Context: an optimization exercise on an open-source flow, tuned for small area, a short achievable clock period and few clock cycles per item. The choices shown serve that exercise and are no tape-out recipe.
In this exercise RTL edits were held to simulation tests only and were not proved equivalent to the original.
No activity file was given, so power comes from the tool's default toggle rates.

==> flow/design.v, too long to show whole: its modules and the start of the top module <==
// module conv_requant_packer: 1585 lines
// module rq_fa: 4 lines
// module rq_ha: 4 lines
module conv_requant_packer #(
  parameter int DATA_WIDTH = 8,
  parameter int ACC_WIDTH  = 32,
  parameter int BUS_WIDTH  = 128,
  parameter int ADDR_WIDTH = 18
) (
  input  logic                  clk,
  input  logic                  rst,
  input  logic                  start,
  input  logic [ADDR_WIDTH-1:0] cfg_base_addr,
  input  logic [15:0]           cfg_scale,
  input  logic [4:0]            cfg_shift,
  input  logic [1:0]            cfg_act_mode,
  input  logic [DATA_WIDTH-1:0] cfg_clip_max,
  output logic                  busy,
  output logic                  done,
  input  logic                  in_valid,
  output logic                  in_ready,
  input  logic [ACC_WIDTH-1:0]  in_acc,
  input  logic [ACC_WIDTH-1:0]  in_bias,
  input  logic                  in_last,
  output logic                  out_valid,
  input  logic                  out_ready,
  output logic [ADDR_WIDTH-1:0] out_addr,
  output logic [BUS_WIDTH-1:0]  out_data,
  output logic                  out_last,
  output logic [15:0]           sat_count
);
  // ...
==> flow/flow/run.sh <==
#!/bin/bash
set -euo pipefail
export BUFFER_PORTS_ARGS="-buffer_cell sky130_fd_sc_hd__buf_1"
export IO_CONSTRAINTS="$PWD/flow/io.tcl"
bash standard.sh "BUFFER_PORTS_ARGS=$BUFFER_PORTS_ARGS" "IO_CONSTRAINTS=$IO_CONSTRAINTS" finish > flow_make.log 2>&1
==> flow/flow/io.tcl <==
# Keep the handshake pins together: in_ready and done depend on out_ready
# through one gate each.
set_io_pin_constraint -group -order -pin_names {out_ready in_ready done}
==> flow/standard.sh <==
#!/bin/bash
# synth_recipe.tcl (not shown) runs the flow's synth.tcl, then flattens the netlist and writes it again
# the make line also repeats each setting of config.mk as NAME=value (left out here)
make -C /OpenROAD-flow-scripts/flow DESIGN_CONFIG=/design/flow/config.mk WORK_HOME=/design/flow/orfs CLKGATE_MAP_FILE= SYNTH_SCRIPT=/design/flow/synth_recipe.tcl "${@:-finish}"
==> flow/config.mk <==
export PLATFORM = sky130hd
export DESIGN_NAME = conv_requant_packer
export DESIGN_NICKNAME = conv_requant_packer
export VERILOG_FILES = /design/flow/design.v
export SDC_FILE = /design/flow/constraint.sdc
export NUM_CORES = 4
export LEC_CHECK = 0
export ABC_AREA = 1
export CAP_MARGIN = 20
export CORE_MARGIN = 2
export CORE_UTILIZATION = 40
export GPL_ROUTABILITY_DRIVEN = 0
export SETUP_SLACK_MARGIN = 3.95
export SLEW_MARGIN = 20
export SYNTH_HIERARCHICAL = 1
export SYNTH_MINIMUM_KEEP_SIZE = 0
==> flow/constraint.sdc <==
create_clock -name core_clock -period 7.5 [get_ports {clk}]
set_input_delay 1.5000 -clock core_clock [delete_from_list [all_inputs] [get_ports {clk}]]
set_output_delay 1.5000 -clock core_clock [all_outputs]
set_load 0.01 [all_outputs]
==> impl_metrics.yaml, run 1 <==
run_status:
  status: "complete, no violations"
floorplanning:
  initial_utilization_pct: 40.47
  dieArea_um2: 73250
  ios: 286
finish:
  nets: 3714
  biggestCellCategory: "multi-input gates"
  regMostFlops: "word_q"
  clock_area_share_pct: 4.121
  clkbuf_count: 50
  multi_input_area_share_pct: 50.64
  final_util_pct: 47.62
  drive_gt1_share_pct: 11.74
  top_regs: "word_q (128), s2_a_q (48), s2_c_q (47)"
logic_synthesis:
  synth-compound-area-share_pct: 10.69
  synth.distinct_cells: 55
  syn-num-nets: 3442
  synth_top_area_share_pct: 34.63
  syn_inst: 2961
power:
  power.leakage_uw: 0.01375
  p_int_uw: 8629
  power_uw: 15620
  switching_share_pct: 44.77
  comb_power_uw: 10200
timing:
  timing.final.crit_share_pct: 46.86
  min_period_ps: 3515
  maxSlewViolCount: 0
  rsz0062_at_grt: "yes"
  hold_viol: 0
min_path:
  hold_path_depth: 0
  hold_path.class: "flip-flop to flip-flop"
clock_network:
  cts_resized: 52
  ctsRootBufferMaster: "clkbuf_16"
  cts_tree: "built"
  cts_buffers: 42
setup_path:
  crit_start: "s1_bn_q[24]"
  r2r_start: "s1_bn_q[24]"
  start_kind: "flip-flop"
  worst-path-stages: 6
  crit_path_cell_trace: "o22ai_1 -> xor2_1 -> fa_1 -> fa_1 -> fa_1 -> fa_1"
global_routing:
  grt_usage_pct: 20.68
  grt_use_met2_pct: 33.71
route:
  wl_met1_um: 34160
  drc_errors: 0
Testbench counts, summed over its fixed seeds: cycles 9,487, items 9,247.
==> run 2: changes to the inputs <==
--- a/flow/design.v
+++ b/flow/design.v
@@ -1511,16 +1511,23 @@
     if (cfg_mode_q == 2'b01 || cfg_mode_q == 2'b10) begin
       if (q_val[7]) act_val = '0;
       if (cfg_mode_q == 2'b10 && act_val > cfg_clip_q) act_val = cfg_clip_q;
     end
   end
   assign wr        = s3_valid_q & adv;
   assign word_done = (idx_q == IDX_W'(LANES - 1)) | s3_last_q;
   assign zbyte     = (idx_q == '0) ? 8'd0 : act_val;
+  logic [ADDR_WIDTH-1:0] addr_inc;
+  logic [ADDR_WIDTH:0]   addr_c;
+  assign addr_c[0] = 1'b1;
+  for (genvar i = 0; i < ADDR_WIDTH; i++) begin : g_addr_inc
+    assign addr_inc[i] = addr_q[i] ^ addr_c[i];
+    assign addr_c[i+1] = addr_q[i] & addr_c[i];
+  end
   always_ff @(posedge clk) begin
     if (rst) begin
       busy_q      <= 1'b0;
       run_q       <= 1'b0;
       s1_valid_q  <= 1'b0;
       s2_valid_q  <= 1'b0;
       s3_valid_q  <= 1'b0;
       out_valid_q <= 1'b0;
@@ -1551,17 +1558,17 @@
       cfg_twon_q  <= ~enc_two;
       cfg_neg_q   <= enc_neg;
       cfg_top_q   <= cfg_scale[15];
       cfg_shift_q <= cfg_shift;
       cfg_mode_q  <= cfg_act_mode;
       cfg_clip_q  <= cfg_clip_max;
     end
     if (start_ok)    addr_q <= cfg_base_addr;
-    else if (out_hs) addr_q <= addr_q + ADDR_WIDTH'(1);
+    else if (out_hs) addr_q <= addr_inc;
     if (adv) begin
       s1_bn_q   <= ~acc_sat;
       s1_last_q <= in_last;
       s2_a_q    <= ma;
       s2_c_q    <= mb;
       s2_last_q <= s1_last_q;
       s3_t_q    <= t10;
       s3_hi_q   <= hi_ok;
@@ -1570,21 +1577,27 @@
     end
     if (wr && word_done) out_last_q <= s3_last_q;
     if (wr && idx_q == '0) word_q[DATA_WIDTH-1:0] <= act_val;
     for (int l = 1; l < LANES; l++) begin
       if (wr && (idx_q == IDX_W'(l) || idx_q == '0))
         word_q[l*DATA_WIDTH +: DATA_WIDTH] <= zbyte;
     end
   end
-  logic [15:0] sat_cnt_q;
+  logic [15:0] sat_cnt_q, sat_inc;
+  logic [16:0] sat_c;
+  assign sat_c[0] = 1'b1;
+  for (genvar i = 0; i < 16; i++) begin : g_sat_inc
+    assign sat_inc[i]  = sat_cnt_q[i] ^ sat_c[i];
+    assign sat_c[i+1]  = sat_cnt_q[i] & sat_c[i];
+  end
   always_ff @(posedge clk) begin
     if (rst)                                          sat_cnt_q <= '0;
     else if (start_ok)                                sat_cnt_q <= '0;
-    else if (wr && sat && sat_cnt_q != 16'hFFFF) sat_cnt_q <= sat_cnt_q + 16'd1;
+    else if (wr && sat && !sat_c[16]) sat_cnt_q <= sat_inc;   
   end
   assign sat_count = sat_cnt_q;
 endmodule
 module rq_fa (input logic a, b, c, output logic s, co);
   assign s  = a ^ b ^ c;
   assign co = (a & b) | (a & c) | (b & c);
 endmodule
 module rq_ha (input logic a, b, output logic s, co);
==> flow/flow/run.sh (replaced) <==
#!/bin/bash
set -euo pipefail
export BUFFER_PORTS_ARGS="-buffer_cell sky130_fd_sc_hd__buf_1"
bash standard.sh "BUFFER_PORTS_ARGS=$BUFFER_PORTS_ARGS" finish > flow_make.log 2>&1
--- a/flow/config.mk
+++ b/flow/config.mk
@@ -5,12 +5,12 @@
 export SDC_FILE = /design/flow/constraint.sdc
 export NUM_CORES = 4
 export LEC_CHECK = 0
 export ABC_AREA = 1
 export CAP_MARGIN = 20
 export CORE_MARGIN = 2
 export CORE_UTILIZATION = 40
 export GPL_ROUTABILITY_DRIVEN = 0
-export SETUP_SLACK_MARGIN = 3.95
+export SETUP_SLACK_MARGIN = 3.8
 export SLEW_MARGIN = 20
 export SYNTH_HIERARCHICAL = 1
 export SYNTH_MINIMUM_KEEP_SIZE = 0
removed: flow/flow/io.tcl
==> run 2 against run 1 <==
  * Cell count fell by 3.0%
  * Cell area fell by 3.0%
  * Maximum frequency fell by 3.0%
  * Area after synthesis fell by 0.92%
  * Clock skew fell by 13 ps
  * Global-route usage barely moved
  * Sequential share of layout area rose by 0.95 points
  * Critical path depth did not move
  * Non-clock buffer count fell by 60
  * Critical path type unchanged
  * Critical endpoint is now s2_c_q[16]
  * Largest cell class unchanged
==> impl_metrics.yaml, run 2 <==
clock_network:
  clk_pin_slew_worst_paths_ps: 60
  ctsRootBufferMaster: "clkbuf_16"
  clock_latency_ps: 580
  cts_sinks: 354
  clockBufferDepth: 3
  cts_tree: "built"
  htree_levels: 2
  cts_buffers: 42
logic_synthesis:
  synth_seq_cells: 354
  yosysSeqAreaShare_pct: 36.80
  synth_area_um2: 28180
  synth_top_area_share_pct: 34.95
  syn-num-nets: 3404
  synth_fa_ha_area_share_pct: 23.73
  synth_top_family_by_area: "adder cells"
  yosys_warnings: 7
  syn_inst: 2894
  synth-edff-count: 328
  synth-xor-area-share_pct: 9.697
  yosys-top-cells-area: "edfxtp_1 35%, fa_1 17%, xor2_1 8.7%"
  synth_top_area_cell: "edfxtp_1"
  synthArstFlopShare_pct: 0
  syn_avg_cell_area_um2: 9.737
  yosys.area_share.simple_pct: 12.93
  yosysMostFrequentCell: "nand2_1"
  synth-compound-area-share_pct: 10.51
  synth.distinct_cells: 52
  synth_common_cells: "568 x nand2_1, 328 x edfxtp_1, 281 x xor2_1, 253 x o22ai_1, 239 x fa_1"
  synth_flop_cell: "edfxtp_1"
  muxShareOfSynthArea_pct: 0.3774
place:
  port_buffers: 285
  place_hpwl_um: 51760
  placed_area_um2: 30080
timing:
  setup_viol: 0
  timing.final.crit_share_pct: 48.30
  hold_viol: 0
  worstMarginPinSlew_ps: 1012
  max_freq_mhz: 276.0
  fin_skew_ps: 29.46
  whs_ps: 417.5
  finalSetupTns_ps: 0
  maxSlewViolCount: 0
  min_period_ps: 3623
  slew_headroom_pct: 32.36
  rsz0062_at_grt: "yes"
route:
  drc_errors: 0
  first_iter_violations: 1781
  drt_wl_total_um: 76710
  ant_nets: 0
  vias: 21591
  dr.pass1.iters: 6
  routed_via_density: 5.296
  post_drt_wl_per_cell_um: 18.81
setup_path:
  crit_path_cell_trace: "o22ai_1 -> xor2_1 -> fa_1 -> fa_1 -> fa_1 -> fa_1"
  end_kind: "flip-flop"
  start_kind: "flip-flop"
  cp_common_cell: "fa_1"
  slowest_delay_ps: 910
  arrival_ps: 3940
  required_ps: 7820
  path_max_fanout: 17
  worst-setup-path-type: "flip-flop to flip-flop"
  critical_path.slowest_cell: "edfxtp_1"
floorplanning:
  fp.dieW_um: 269.4
  ios: 286
  dieHeight_um: 269.4
  initial_utilization_pct: 40.31
  dieArea_um2: 72590
  num_rows: 97
  design.core.area_um2: 69910
run_status:
  status: "complete, no violations"
power:
  power_density_nw_per_um2: 482.1
  switching_share_pct: 45.30
  power.leakage_uw: 0.01335
  p_int_uw: 8563
  power_switching_uw: 7090
  power_frac_comb_pct: 63.3
  power.share.clock_pct: 13.9
  power_frac_seq_pct: 22.8
  ir_worst_vdd_mv: 0.2707
global_routing:
  grt_first_pass_wirelength_um: 119900
  grt_pass1_vias: 21357
  grt_usage_pct: 20.65
  grt_max_degree: 75
  grt-ovfl-total: 0
  antenna_found_initial: 2
finish:
  top_regs: "word_q (128), s2_a_q (48), s2_c_q (47)"
  nets: 3613
  drive_gt1_share_pct: 8.804
  final_util_pct: 46.45
  fin_area_um2: 32470
  syn_to_final_growth_pct: 15.23
  regMostFlops: "word_q"
  largest_reg_flops: 128
  final_cell_mix: "551 x nand2_1, 328 x edfxtp_1, 283 x buf_1"
  final_common_cell: "nand2_1"
job:
  maxCapViolCount: 0
min_path:
  hold_path.class: "flip-flop to flip-flop"
==> run 2: cell type report <==
type                            count  area (um2)
Tap cell                          940        1176
Antenna cell                        2       5.005
Timing Repair Buffer              365        1819
Sequential cell                   354       10370
Clock buffer                       51        1095
Inverter                          235       907.1
Clock inverter                     25       384.1
Fill cell                        6658       37440
Multi-Input combinational cell   2105       16710
==> run 2: final timing paths <==
check,end,depth (start not counted),slack (ps),from
hold / removal,s3_last_q,0,420,s2_last_q
hold reg to reg,s3_last_q,0,420,s2_last_q
setup reg to reg,s2_c_q[16],6,3880,s1_bn_q[14]
setup / recovery,s2_c_q[16],6,3880,s1_bn_q[14]
==> run 2: per-stage QoR <==
step	std cells	power [uW]	worst slack [ps]
after CTS	4048	15240	3681
after global placement	3957	12770	2748
after floorplan	2894	9926	2466
after detailed placement	3957	12910	2627
after global routing	4077	17100	3604
final	4077	15650	3877
==> run 2: power by group through the flow <==
| stage | registers (uW) | clock network, uW | logic, uW |
|---|---|---|---|
| finish | 3570 | 2180 | 9910 |
| global placement | 3610 | 0 | 9160 |
| global route | 3610 | 2310 | 11200 |
| CTS | 3590 | 2230 | 9420 |
| detailed placement | 3620 | 0 | 9280 |
| floorplan | 3270 | 0 | 6660 |
==> run 2: worst max-delay path: cells and delay by family, from the launching register on <==
family                   cells  cell delay, ps
adder cells (fa/ha/maj)      4            2020
flip-flops                   1             910
XOR/XNOR                     1             200
AO/OA/AOI/OAI                1             230
==> run 2: cell families (layout without fill, tap and decap cells) <==
logic type | Yosys count | after routing
multiplexers | 10 | 10
flip-flops | 354 | 354
AND/OR/NAND/NOR | 884 | 886
AO/OA/AOI/OAI | 506 | 506
buffers and inverters | 437 | 676
XOR/XNOR | 312 | 312
other | 0 | 2
adder cells (fa/ha/maj) | 391 | 391
==> run 2: per-layer routing <==
metal  up-vias  global-route usage (%)  share of wire [%]  wire [um]
met3       172                   3.544                7.7       5913
met5         -                       0                  0          0
met1     10273                   27.67                 43      32730
li1      10202                       -                  -          -
met4         0                   7.149                3.2       2451
met2       944                   33.86                 46      35610
==> run 2: modules after synthesis, one instance, submodules excluded <==
module | flops+latches | times used | cells inside
conv_requant_packer | 354 | 1 | 2663
rq_ha | 0 | 20 | 1
rq_fa | 0 | 211 | 1
==> run 2: timing repair <==
item / in CTS / in global routing
pin swaps: 8 / 19
hold buffers: 0 / 0
setup buffers: 14 / 22
endpoints found under the setup margin: 230 / 205
gates resized for setup: 42 / 89
cloned: 1 / 5
Testbench counts of run 2, summed over its fixed seeds: cycles 9,487, items 9,247.

-- afterwards: timing with drivers on the ports --
Ports are ideal in the flow. The routed layouts listed here were re-timed in OpenROAD.
Step 1 sets driving cells, clkbuf_16 on the clock port and buf_2 on the other inputs (assumed; they add their load-dependent delay and slew).
Step 2 also shifts input and output timing later by t, the mid clock arrival at the registers, as if the neighbouring blocks saw the same clock.
a / b / c = no drivers / after step 1 / after step 2; a / b = the first two.
run | shift t [ns] | setup WS [ns] | cell pins on the clock port's net
run 1 | 0.633 | 3.985 / 3.966 / 3.624 | 1
run 2 | 0.627 | 3.877 / 3.877 / 3.474 | 1
After both steps setup and hold are still met in every run listed. The setup slack of run 2, which loses most, moves by 0.000 ns with the drivers and by -0.403 ns with both steps.
